Source: an optimization exercise on an open RTL-to-GDS flow (aim: small area, a short achievable clock period and few clock cycles). Production flows keep margins and buffers that such runs may drop. In this exercise RTL edits were held to simulation tests only and were not proved equivalent to the original. Power figures rest on the tool's default switching activity, not on a simulated workload.

==> run F <==
==> flow/design.v (excerpt) <==
module kiss_frame_receiver_core #(
   parameter  int BUF_DEPTH = kfr_pkg::BUF_DEPTH_DEFAULT,
   localparam int AW        = $clog2(BUF_DEPTH)
) (
   input  logic                        clock,
   input  logic                        reset,
   input  logic                        req_valid,
   output logic                        req_ready,
   input  logic [kfr_pkg::CMD_W-1:0]   req_command,
   input  logic [kfr_pkg::BYTE_W-1:0]  req_rx_byte,
   input  logic [kfr_pkg::INDEX_W-1:0] req_read_index,
   output logic                        rsp_valid,
   input  logic                        rsp_ready,
   output logic                        rsp_frame_ready,
   output logic [kfr_pkg::LEN_W-1:0]   rsp_frame_length,
   output logic [kfr_pkg::BYTE_W-1:0]  rsp_read_data,
   output logic [kfr_pkg::EV_W-1:0]    rsp_event_res
);
clock: 8.5 ns
lec_check: 0
cap_margin: 20
core_margin: 2
core_utilization: 65
cts_cluster_diameter: 60
cts_cluster_size: 24
slew_margin: 20
standard.sh (not shown) runs the stock make flow with config.mk's settings and CLKGATE_MAP_FILE= SYNTH_SCRIPT=/design/flow/synth_recipe.tcl, a recipe that flattens the netlist after the stock synthesis.
==> flow/flow/run.sh <==
#!/bin/bash
set -euo pipefail
bash standard.sh SETUP_SLACK_MARGIN=5.6 finish > flow_make.log 2>&1
==> run G: changes against run F <==
--- a/flow/design.v
+++ b/flow/design.v
@@ -381,30 +381,39 @@
       dr_data_ff  <= nx_data;
       cap_ring_ff <= (seq_hit ? (ge_t && !lo_t && !pb_lo_ff[L-1]) : ge_t) ? pb_hi_ff : pb_hi1;
       cap_skip_ff <= reset || win_move;
    end
    logic              cd_v_ff;
    logic [L-1:0]      cd_oh_ff;
    logic [BYTE_W-1:0] cd_data_ff;
    logic              cap_ok, cd_ok;
+   logic              sn_v_ff;
+   logic [L-1:0]      sn_oh_ff;
+   logic [BYTE_W-1:0] sn_data_ff;
+   logic              sn_ok;
    logic [L-1:0]      inval;         
    assign inval  = seq_hit ? pb_lo_ff : '0;
    assign cap_ok = !cap_blk_ff && !cap_skip_ff && !win_move &&
                    ((cap_oh & inval) == '0) && !(snoop && ((wr_oh & cap_oh) != '0));
    assign cd_ok  = cd_v_ff && !win_move &&
                    ((cd_oh_ff & inval) == '0) && !(snoop && ((wr_oh & cd_oh_ff) != '0));
+   assign sn_ok  = sn_v_ff && !win_move && ((sn_oh_ff & inval) == '0);
    always_ff @(posedge clock) begin
       if (reset) begin
          cd_v_ff <= 1'b0;
+         sn_v_ff <= 1'b0;
       end else begin
          cd_v_ff <= cap_ok;
+         sn_v_ff <= snoop;
       end
       cd_oh_ff   <= cap_oh;
       cd_data_ff <= cap_data;
+      sn_oh_ff   <= wr_oh;
+      sn_data_ff <= wr_data;
    end
    always_ff @(posedge clock) begin
       if (reset) begin
          wq_v_ff  <= '0;
          pb_v_ff  <= '0;
          pb_hi_ff <= NR'(1);
          pb_lo_ff <= L'(2);
          pb_ge_ff <= 16'hfffe;
@@ -430,75 +439,85 @@
                if (pb_lo_ff[L-1]) begin
                   pb_hi_ff <= pb_hi1;
                   pb_ge_ff <= '1;
                end else begin
                   pb_ge_ff <= pb_ge_ff & ~pb_lo_ff;
                end
                pb_lo_ff <= {pb_lo_ff[L-2:0], pb_lo_ff[L-1]};
             end
-            pb_v_ff <= (pb_v_ff & ~inval) | (cd_ok ? cd_oh_ff : '0) | (snoop ? wr_oh : '0);
+            pb_v_ff <= ((pb_v_ff & ~inval) | (cd_ok ? cd_oh_ff : '0) | (sn_ok ? sn_oh_ff : '0))
+                       & ~(snoop ? wr_oh : '0);
          end
       end
       for (int k = 0; k < L; k++) begin
          if (do_write && wr_oh[k]) begin
             wq_bank_ff[k] <= wr_bank;
             wq_ring_ff[k] <= wr_ring;
             wq_data_ff[k] <= wr_data;
          end
-         if (snoop && wr_oh[k]) begin
-            pb_data_ff[k] <= wr_data;
+         if (sn_v_ff && sn_oh_ff[k]) begin
+            pb_data_ff[k] <= sn_data_ff;
          end else if (cd_oh_ff[k] && cd_v_ff) begin
             pb_data_ff[k] <= cd_data_ff;
          end
       end
    end
    logic [RW-1:0]     push_word;
    logic [RW-1:0]     rsp_ff;
    logic              rsp_valid_ff;
    logic [RW-1:0]     sk_ff [NS];
    logic              sk_wp_ff, sk_rp_ff;
-   logic [1:0]        sk_cnt_ff;
-   logic [1:0]        cnt_ff;        
+   logic [NS-1:0]     sk_v_ff;       
+   logic [K-1:0]      cnt_ff;        
    logic              pop, take, from_sk, to_sk;
-   logic [1:0]        cnt_in;
+   logic [K-1:0]      cnt_in;
+   logic              sk_empty;
    logic              s_v_in;
    assign push_word = {held_in, len_in, is_read ? rdata : 8'h00, ev};
    assign pop       = rsp_valid_ff && rsp_ready;
    assign take      = !rsp_valid_ff || rsp_ready;       
-   assign from_sk   = take && (sk_cnt_ff != '0);
-   assign to_sk     = adv && !(take && (sk_cnt_ff == '0));
-   assign cnt_in    = cnt_ff + 2'(acc) - 2'(pop);
+   assign sk_empty  = (sk_v_ff == '0);
+   assign from_sk   = take && !sk_empty;
+   assign to_sk     = adv && !(take && sk_empty);
+   assign cnt_in    = (acc && !pop) ? {cnt_ff[K-2:0], 1'b1} :
+                      (pop && !acc) ? {1'b0, cnt_ff[K-1:1]} : cnt_ff;
    assign s_v_in    = a_free ? (s_v_ff && acc) : (s_v_ff || acc);
    always_ff @(posedge clock) begin
       if (reset) begin
          rsp_valid_ff <= 1'b0;
          sk_wp_ff     <= '0;
          sk_rp_ff     <= '0;
-         sk_cnt_ff    <= '0;
+         sk_v_ff      <= '0;
          cnt_ff       <= '0;
          ready_ff     <= 1'b1;
       end else begin
          if (take) begin
             rsp_valid_ff <= from_sk || adv;
          end
          if (to_sk) begin
             sk_wp_ff <= !sk_wp_ff;
          end
          if (from_sk) begin
             sk_rp_ff <= !sk_rp_ff;
          end
-         sk_cnt_ff <= sk_cnt_ff + 2'(to_sk) - 2'(from_sk);
+         for (int i = 0; i < NS; i++) begin
+            if (to_sk && (sk_wp_ff == 1'(i))) begin
+               sk_v_ff[i] <= 1'b1;
+            end else if (from_sk && (sk_rp_ff == 1'(i))) begin
+               sk_v_ff[i] <= 1'b0;
+            end
+         end
          cnt_ff    <= cnt_in;
-         ready_ff  <= !s_v_in && (cnt_in < 2'(K));
+         ready_ff  <= !s_v_in && !cnt_in[K-1];
       end
       if (reset) begin
          rsp_ff <= '0;
       end else if (take) begin
          rsp_ff <= from_sk ? sk_ff[sk_rp_ff] : push_word;
       end
-      if (a_v_ff && !(take && (sk_cnt_ff == '0))) begin
+      if (a_v_ff && !(take && sk_empty)) begin
          sk_ff[sk_wp_ff] <= push_word;
       end
    end
    assign rsp_valid = rsp_valid_ff;
    assign {rsp_frame_ready, rsp_frame_length, rsp_read_data, rsp_event_res} = rsp_ff;
 endmodule
==> flow/flow/run.sh (replaced) <==
#!/bin/bash
set -euo pipefail
bash standard.sh SETUP_SLACK_MARGIN=5.5 finish > flow_make.log 2>&1
- PLACE_DENSITY: unset -> 0.75
==> run R: changes against run F <==
--- a/flow/design.v
+++ b/flow/design.v
@@ -95,31 +95,18 @@
    function automatic logic [L-1:0] dec16(input logic [3:0] v);
       dec16 = '0;
       dec16[v] = 1'b1;
    endfunction
    function automatic logic [NR-1:0] dec32(input logic [4:0] v);
       dec32 = '0;
       dec32[v] = 1'b1;
    endfunction
-   function automatic logic [L-1:0] rotl16(input logic [L-1:0] v);
-      rotl16 = {v[L-2:0], v[L-1]};
-   endfunction
-   function automatic logic [L-1:0] rotr16(input logic [L-1:0] v);
-      rotr16 = {v[0], v[L-1:1]};
-   endfunction
-   function automatic logic [NR-1:0] rotl32(input logic [NR-1:0] v);
-      rotl32 = {v[NR-2:0], v[NR-1]};
-   endfunction
-   function automatic logic [NR-1:0] rotr32(input logic [NR-1:0] v);
-      rotr32 = {v[0], v[NR-1:1]};
-   endfunction
-   function automatic logic [L-1:0] ge_oh(input logic [L-1:0] v);
-      ge_oh[0] = v[0];
-      for (int j = 1; j < L; j++) ge_oh[j] = ge_oh[j-1] | v[j];
+   function automatic logic [L-1:0] ge16(input logic [3:0] v);    
+      for (int j = 0; j < L; j++) ge16[j] = (4'(j) >= v);
    endfunction
    logic       ready_ff;
    logic       acc;
    req_t       req_in;
    logic       a_v_ff, s_v_ff;
    req_t       a_ff, s_ff;
    logic [L-1:0]  a_rlo_ff;          
    logic [NR-1:0] a_rhi_ff;          
@@ -133,52 +120,42 @@
       req_in.read   = (req_command == CMD_READ);
       req_in.rel    = (req_command == CMD_RELEASE);
       req_in.byte_v = req_rx_byte;
       req_in.tf     = (req_rx_byte == TFEND) || (req_rx_byte == TFESC);
       req_in.tfend  = (req_rx_byte == TFEND);
       req_in.fesc   = (req_rx_byte == FESC);
       req_in.ridx   = AW'(req_read_index) + 1'b1;
    end
-   logic [L-1:0]  a_rlo_in;
-   logic [NR-1:0] a_rhi_in;
-   assign a_rlo_in = s_v_ff ? dec16(s_ff.ridx[3:0]) : rotl16(dec16(req_read_index[3:0]));
-   assign a_rhi_in = s_v_ff ? dec32(s_ff.ridx[8:4])
-                   : (req_read_index[3:0] == 4'hf) ? rotl32(dec32(req_read_index[8:4]))
-                                                  : dec32(req_read_index[8:4]);
    assign a_in   = s_v_ff ? s_ff : req_in;
    assign adv    = a_v_ff && !stall;
    assign a_free = !a_v_ff || adv;
    always_ff @(posedge clock) begin
       if (reset) begin
          a_v_ff <= 1'b0;
          s_v_ff <= 1'b0;
       end else if (a_free) begin
          a_v_ff <= s_v_ff || acc;
          s_v_ff <= s_v_ff && acc;
       end else begin
          s_v_ff <= s_v_ff || acc;
       end
       if (a_free) begin
          a_ff     <= a_in;
-         a_rlo_ff <= a_rlo_in;
-         a_rhi_ff <= a_rhi_in;
+         a_rlo_ff <= dec16(a_in.ridx[3:0]);
+         a_rhi_ff <= dec32(a_in.ridx[8:4]);
       end
       if (acc && !(a_free && !s_v_ff)) begin
          s_ff <= req_in;
       end
    end
    logic              held_ff, bank_ff, escf_ff, head_nz_ff;
    logic [AW-1:0]     head_ff;       
    logic [AW-1:0]     hm1_ff;        
    logic [AW-1:0]     hp1_ff;        
-   logic [L-1:0]      hlo_ff;        
-   logic [NR-1:0]     hhi_ff;        
-   logic [L-1:0]      mlo;           
-   logic [NR-1:0]     mhi;           
    logic [LEN_W-1:0]  len_ff;        
    logic [1:0][3:0]   hdr0_ff;       
    logic [1:0][13:1]  hdr1_ff;       
    logic [L-1:0]      t_oh_ff;       
    logic [L-1:0]      cap_oh, nx_oh;
    assign cap_oh = {t_oh_ff[0], t_oh_ff[L-1:1]};
    assign nx_oh  = {t_oh_ff[L-2:0], t_oh_ff[L-1]};
    logic [L-1:0]             wq_v_ff;
@@ -187,72 +164,73 @@
    logic [L-1:0][BYTE_W-1:0] wq_data_ff;
    logic [L-1:0]             pb_v_ff;
    logic [L-1:0][BYTE_W-1:0] pb_data_ff;
    logic [NR-1:0]            pb_hi_ff;
    logic [L-1:0]             pb_lo_ff;
    logic [L-1:0]             pb_ge_ff;
    logic [NR-1:0]            pb_hi1;       
    assign pb_hi1 = {pb_hi_ff[NR-2:0], pb_hi_ff[NR-1]};
+   function automatic logic in_win(input logic [AW-1:0] a, input logic [NR-1:0] hi,
+                                   input logic [NR-1:0] hi1, input logic [L-1:0] ge);
+      in_win = (hi[a[8:4]] && ge[a[3:0]]) || (hi1[a[8:4]] && !ge[a[3:0]]);
+   endfunction
    logic              is_data, is_fend, is_read, is_rel;
    logic              unesc;
    logic              wr_bank;
    logic [AW-1:0]     wr_addr;
    logic [L-1:0]      wr_oh;
    logic [4:0]        wr_ring;
    logic [BYTE_W-1:0] wr_data;
    logic [L-1:0]      wq_pend;
    logic              wr_conflict;
    logic              do_write;
    logic [1:0]        hdr_bad;
-   logic [AW-1:0]     rd_addr;
+   logic [AW-1:0]     rd_addr, rd_addr_p1;
    logic              rd_inwin, rd_hit, seq_hit, win_move;
    logic              win_head, win_hm1, snoop;
    logic [BYTE_W-1:0] rdata;
    logic [BYTE_W-1:0] cap_data;
    logic              held_in, bank_in, escf_in;
    logic [AW-1:0]     head_in;
    logic [LEN_W-1:0]  len_in;
    logic [EV_W-1:0]   ev;
    logic              flip;
    assign is_data = a_v_ff && a_ff.data;
    assign is_fend = a_v_ff && a_ff.fend;
    assign is_read = a_v_ff && a_ff.read;
    assign is_rel  = a_v_ff && a_ff.rel;
    assign unesc   = head_nz_ff && escf_ff && a_ff.tf;
    assign wr_bank = bank_ff ^ held_ff;
    assign wr_addr = unesc ? hm1_ff : head_ff;
-   assign mlo     = rotr16(hlo_ff);
-   assign mhi     = hlo_ff[0] ? rotr32(hhi_ff) : hhi_ff;
-   assign wr_oh   = unesc ? mlo : hlo_ff;
+   assign wr_oh   = unesc ? dec16(hm1_ff[3:0]) : dec16(head_ff[3:0]);
    assign wr_ring = wr_addr[8:4];
    assign wr_data = !unesc ? a_ff.byte_v : a_ff.tfend ? FEND : FESC;
    assign wq_pend     = wq_v_ff & ~t_oh_ff;
-   assign wr_conflict = !unesc && ((wq_pend & hlo_ff) != '0);
+   assign wr_conflict = !unesc && wq_pend[head_ff[3:0]];
    assign do_write    = is_data && !wr_conflict;
    assign rd_addr    = a_ff.ridx;
+   assign rd_addr_p1 = rd_addr + 1'b1;
    logic rd_hi_eq, rd_hi_eq1, rd_ge, rd_lo_eq, rd_v;
    assign rd_hi_eq   = |(a_rhi_ff & pb_hi_ff);
    assign rd_hi_eq1  = |(a_rhi_ff & pb_hi1);
    assign rd_ge      = |(a_rlo_ff & pb_ge_ff);
    assign rd_lo_eq   = |(a_rlo_ff & pb_lo_ff);
    assign rd_v       = |(a_rlo_ff & pb_v_ff);
    assign rd_inwin   = (rd_hi_eq && rd_ge) || (rd_hi_eq1 && !rd_ge);
    assign rd_hit     = rd_inwin && rd_v;
    assign seq_hit    = is_read && rd_v && rd_hi_eq && rd_lo_eq;
    assign win_move   = flip || (is_read && !rd_inwin) || (is_read && rd_hit && !seq_hit);
    always_comb begin
       rdata = '0;
       for (int k = 0; k < L; k++) rdata = rdata | ({BYTE_W{a_rlo_ff[k]}} & pb_data_ff[k]);
    end
    assign stall = (is_data && wr_conflict) || (is_read && !rd_hit);
-   assign win_head = (|(pb_hi_ff & hhi_ff) && |(pb_ge_ff & hlo_ff)) ||
-                     (|(pb_hi1 & hhi_ff) && !(|(pb_ge_ff & hlo_ff)));
-   assign win_hm1  = (|(pb_hi_ff & mhi) && |(pb_ge_ff & mlo)) ||
-                     (|(pb_hi1 & mhi) && !(|(pb_ge_ff & mlo)));
+   assign win_head = in_win(head_ff, pb_hi_ff, pb_hi1, pb_ge_ff);
+   assign win_hm1  = in_win(hm1_ff, pb_hi_ff, pb_hi1, pb_ge_ff);
    assign snoop    = do_write && !held_ff && (unesc ? win_hm1 : win_head);
    for (genvar b = 0; b < 2; b++) begin : g_hdr
       assign hdr_bad[b] = (hdr0_ff[b] != '0) || (hdr1_ff[b] != '0);
    end
    always_comb begin
       held_in = held_ff;
       bank_in = bank_ff;
       escf_in = escf_ff;
@@ -293,35 +271,29 @@
          bank_ff    <= 1'b0;
          escf_ff    <= 1'b0;
          head_ff    <= '0;
          hm1_ff     <= '1;
          hp1_ff     <= AW'(1);
          head_nz_ff <= 1'b0;
          len_ff     <= '0;
          t_oh_ff    <= L'(1);
-         hlo_ff     <= L'(1);
-         hhi_ff     <= NR'(1);
       end else begin
          held_ff    <= held_in;
          bank_ff    <= bank_in;
          escf_ff    <= escf_in;
          head_ff    <= head_in;
          if (do_write && !unesc) begin
             hm1_ff     <= head_ff;
             hp1_ff     <= hp1_ff + 1'b1;
             head_nz_ff <= (hp1_ff != '0);
-            hlo_ff     <= rotl16(hlo_ff);
-            hhi_ff     <= hlo_ff[L-1] ? rotl32(hhi_ff) : hhi_ff;
          end else if (is_fend) begin
             hm1_ff     <= '1;
             hp1_ff     <= AW'(1);
             head_nz_ff <= 1'b0;
-            hlo_ff     <= L'(1);
-            hhi_ff     <= NR'(1);
          end
          len_ff     <= len_in;
          t_oh_ff    <= nx_oh;
       end
       if (do_write && (wr_addr == '0)) begin
          hdr0_ff[wr_bank] <= wr_data[3:0];
       end
       for (int i = 1; i <= 13; i++) begin
@@ -377,82 +349,65 @@
          for (int i = 0; i < 8; i++) dr_hi_ff[i] <= nx_v && ({nx_bank, nx_ring[4:3]} == 3'(i));
          cap_blk_ff <= do_write && ((wr_oh & t_oh_ff) != '0);
       end
       for (int i = 0; i < 8; i++) dr_lo_ff[i] <= (nx_ring[2:0] == 3'(i));
       dr_data_ff  <= nx_data;
       cap_ring_ff <= (seq_hit ? (ge_t && !lo_t && !pb_lo_ff[L-1]) : ge_t) ? pb_hi_ff : pb_hi1;
       cap_skip_ff <= reset || win_move;
    end
-   logic              cd_v_ff;
-   logic [L-1:0]      cd_oh_ff;
-   logic [BYTE_W-1:0] cd_data_ff;
-   logic              cap_ok, cd_ok;
-   logic [L-1:0]      inval;         
-   assign inval  = seq_hit ? pb_lo_ff : '0;
-   assign cap_ok = !cap_blk_ff && !cap_skip_ff && !win_move &&
-                   ((cap_oh & inval) == '0) && !(snoop && ((wr_oh & cap_oh) != '0));
-   assign cd_ok  = cd_v_ff && !win_move &&
-                   ((cd_oh_ff & inval) == '0) && !(snoop && ((wr_oh & cd_oh_ff) != '0));
-   always_ff @(posedge clock) begin
-      if (reset) begin
-         cd_v_ff <= 1'b0;
-      end else begin
-         cd_v_ff <= cap_ok;
-      end
-      cd_oh_ff   <= cap_oh;
-      cd_data_ff <= cap_data;
-   end
+   logic [L-1:0] cap_set;
+   assign cap_set = (cap_blk_ff || cap_skip_ff) ? '0 : (cap_oh & ~(seq_hit ? pb_lo_ff : '0));
    always_ff @(posedge clock) begin
       if (reset) begin
          wq_v_ff  <= '0;
          pb_v_ff  <= '0;
          pb_hi_ff <= NR'(1);
          pb_lo_ff <= L'(2);
          pb_ge_ff <= 16'hfffe;
       end else begin
          wq_v_ff <= (wq_v_ff & ~t_oh_ff) | (do_write ? wr_oh : '0);
          if (flip) begin
             pb_v_ff  <= '0;
             pb_hi_ff <= NR'(1);
             pb_lo_ff <= L'(2);
             pb_ge_ff <= 16'hfffe;
          end else if (is_read && !rd_inwin) begin
             pb_v_ff  <= '0;
-            pb_hi_ff <= a_rhi_ff;
-            pb_lo_ff <= a_rlo_ff;
-            pb_ge_ff <= ge_oh(a_rlo_ff);
+            pb_hi_ff <= dec32(rd_addr[8:4]);
+            pb_lo_ff <= dec16(rd_addr[3:0]);
+            pb_ge_ff <= ge16(rd_addr[3:0]);
          end else if (is_read && rd_hit && !seq_hit) begin
             pb_v_ff  <= '0;
-            pb_hi_ff <= a_rlo_ff[L-1] ? rotl32(a_rhi_ff) : a_rhi_ff;
-            pb_lo_ff <= rotl16(a_rlo_ff);
-            pb_ge_ff <= a_rlo_ff[L-1] ? '1 : ge_oh(rotl16(a_rlo_ff));
+            pb_hi_ff <= dec32(rd_addr_p1[8:4]);
+            pb_lo_ff <= dec16(rd_addr_p1[3:0]);
+            pb_ge_ff <= ge16(rd_addr_p1[3:0]);
          end else begin
             if (seq_hit) begin
                if (pb_lo_ff[L-1]) begin
                   pb_hi_ff <= pb_hi1;
                   pb_ge_ff <= '1;
                end else begin
                   pb_ge_ff <= pb_ge_ff & ~pb_lo_ff;
                end
                pb_lo_ff <= {pb_lo_ff[L-2:0], pb_lo_ff[L-1]};
             end
-            pb_v_ff <= (pb_v_ff & ~inval) | (cd_ok ? cd_oh_ff : '0) | (snoop ? wr_oh : '0);
+            pb_v_ff <= (pb_v_ff & ~(seq_hit ? pb_lo_ff : '0)) | cap_set | (snoop ? wr_oh : '0);
          end
       end
       for (int k = 0; k < L; k++) begin
          if (do_write && wr_oh[k]) begin
             wq_bank_ff[k] <= wr_bank;
             wq_ring_ff[k] <= wr_ring;
             wq_data_ff[k] <= wr_data;
          end
          if (snoop && wr_oh[k]) begin
             pb_data_ff[k] <= wr_data;
-         end else if (cd_oh_ff[k] && cd_v_ff) begin
-            pb_data_ff[k] <= cd_data_ff;
+         end else if (cap_oh[k] && !cap_blk_ff && !cap_skip_ff) begin
+            pb_data_ff[k] <= cap_data;
          end
       end
    end
    logic [RW-1:0]     push_word;
    logic [RW-1:0]     rsp_ff;
    logic              rsp_valid_ff;
    logic [RW-1:0]     sk_ff [NS];
    logic              sk_wp_ff, sk_rp_ff;
@@ -485,19 +440,17 @@
          end
          if (from_sk) begin
             sk_rp_ff <= !sk_rp_ff;
          end
          sk_cnt_ff <= sk_cnt_ff + 2'(to_sk) - 2'(from_sk);
          cnt_ff    <= cnt_in;
          ready_ff  <= !s_v_in && (cnt_in < 2'(K));
       end
-      if (reset) begin
-         rsp_ff <= '0;
-      end else if (take) begin
+      if (take) begin
          rsp_ff <= from_sk ? sk_ff[sk_rp_ff] : push_word;
       end
       if (a_v_ff && !(take && (sk_cnt_ff == '0))) begin
          sk_ff[sk_wp_ff] <= push_word;
       end
    end
    assign rsp_valid = rsp_valid_ff;
    assign {rsp_frame_ready, rsp_frame_length, rsp_read_data, rsp_event_res} = rsp_ff;
==> flow/run.sh (new file) <==
#!/bin/bash
# synth_recipe.tcl (not shown) runs the flow's synth.tcl, then flattens the netlist and writes it again
# the make line also repeats each setting of config.mk as NAME=value (left out here)
make -C /OpenROAD-flow-scripts/flow DESIGN_CONFIG=/design/flow/config.mk WORK_HOME=/design/flow/orfs CLKGATE_MAP_FILE= SYNTH_SCRIPT=/design/flow/synth_recipe.tcl finish
- CTS_CLUSTER_DIAMETER: 60 -> 70
- CTS_CLUSTER_SIZE: 24 -> 32
- SETUP_SLACK_MARGIN: unset -> 5.0
removed: flow/flow/run.sh
removed: flow/standard.sh
==> qor summary <==
metric	run G	run F	run R
Run status	timing/DRC/antenna clean	timing/DRC/antenna clean	timing/DRC/antenna clean
Internal power contribution	0.0533 W	0.0555 W	0.0507 W
Classification of the worst setup path	flop to primary output	flop to flop	flop to flop
Flip-flop and latch area	0.186 mm2	0.186 mm2	0.185 mm2
Hold WS	0.293 ns	0.270 ns	0.271 ns
Post-synthesis share of cell area spent on and, or, nand and nor gates	0.0228	0.0234	0.0222
Share of the final layout cell area in sequential cells	0.798	0.785	0.820
Plain + repair buffers	373	533	293
Number of vias in the routed layout	93400	93000	88100
Non-clock inverters	60	43	76
Met2 Resource Use GR	0.455	0.425	0.424
Combinational group share of total power	0.019	0.080	0.034
Area delta synth->final	10.5%	12.4%	8.32%
Power drawn by the clock network	0.0233 W	0.0230 W	0.0197 W
Total cell area at the placement stage	0.217 mm2	0.216 mm2	0.214 mm2
Met1 Use GR	0.400	0.410	0.393
Layout Nets	13000	13100	12500
Power per cell area	290 mW/mm2	308 mW/mm2	288 mW/mm2
Total power draw	0.0676 W	0.0728 W	0.0649 W
Area of the core	0.324 mm2	0.321 mm2	0.318 mm2
R2r startpoint	cap_ring_ff[8]	hlo_ff[0]	cap_ring_ff[25]
Testbench counts of run F, summed over its fixed seeds: cycles 36,233.
Testbench counts of run G, summed over its fixed seeds: cycles 36,233.
Testbench counts of run R, summed over its fixed seeds: cycles 36,226.

## port drivers added, routing unchanged
How much do the figures lean on ideal ports? The routed layouts below were timed once more, with nothing changed but the port constraints.
Step 1 (the two cells are an assumption about what drives the block):
set clk [get_ports {clock}]
set_driving_cell -lib_cell sky130_fd_sc_hd__clkbuf_16 $clk
set_driving_cell -lib_cell sky130_fd_sc_hd__buf_2 [delete_from_list [all_inputs] $clk]
Step 2 moves the port delays by t, midway between the first and last clock arrival at a register: inputs arrive t later, outputs are due t later. That takes back most of the time a late clock gives input paths.
Slacks: ideal / step 1 / step 2; pairs: ideal / step 1.
| run | t (ns) | setup WS [ns] | worst data-port slew with drivers (ns) | pins driven straight from the clock port |
|---|---|---|---|---|
| run F | 1.062 | 5.260 / 5.231 / 4.503 | 0.07 | 1 |
| run G | 1.072 | 5.308 / 5.199 / 4.515 | 0.11 | 1 |
| run R | 1.048 | 4.884 / 4.884 / 4.150 | 0.04 | 1 |
After both steps setup and hold are still met in every run listed. For run G, which loses most, drivers alone change the setup slack by -0.109 ns; drivers and shift together by -0.793 ns.
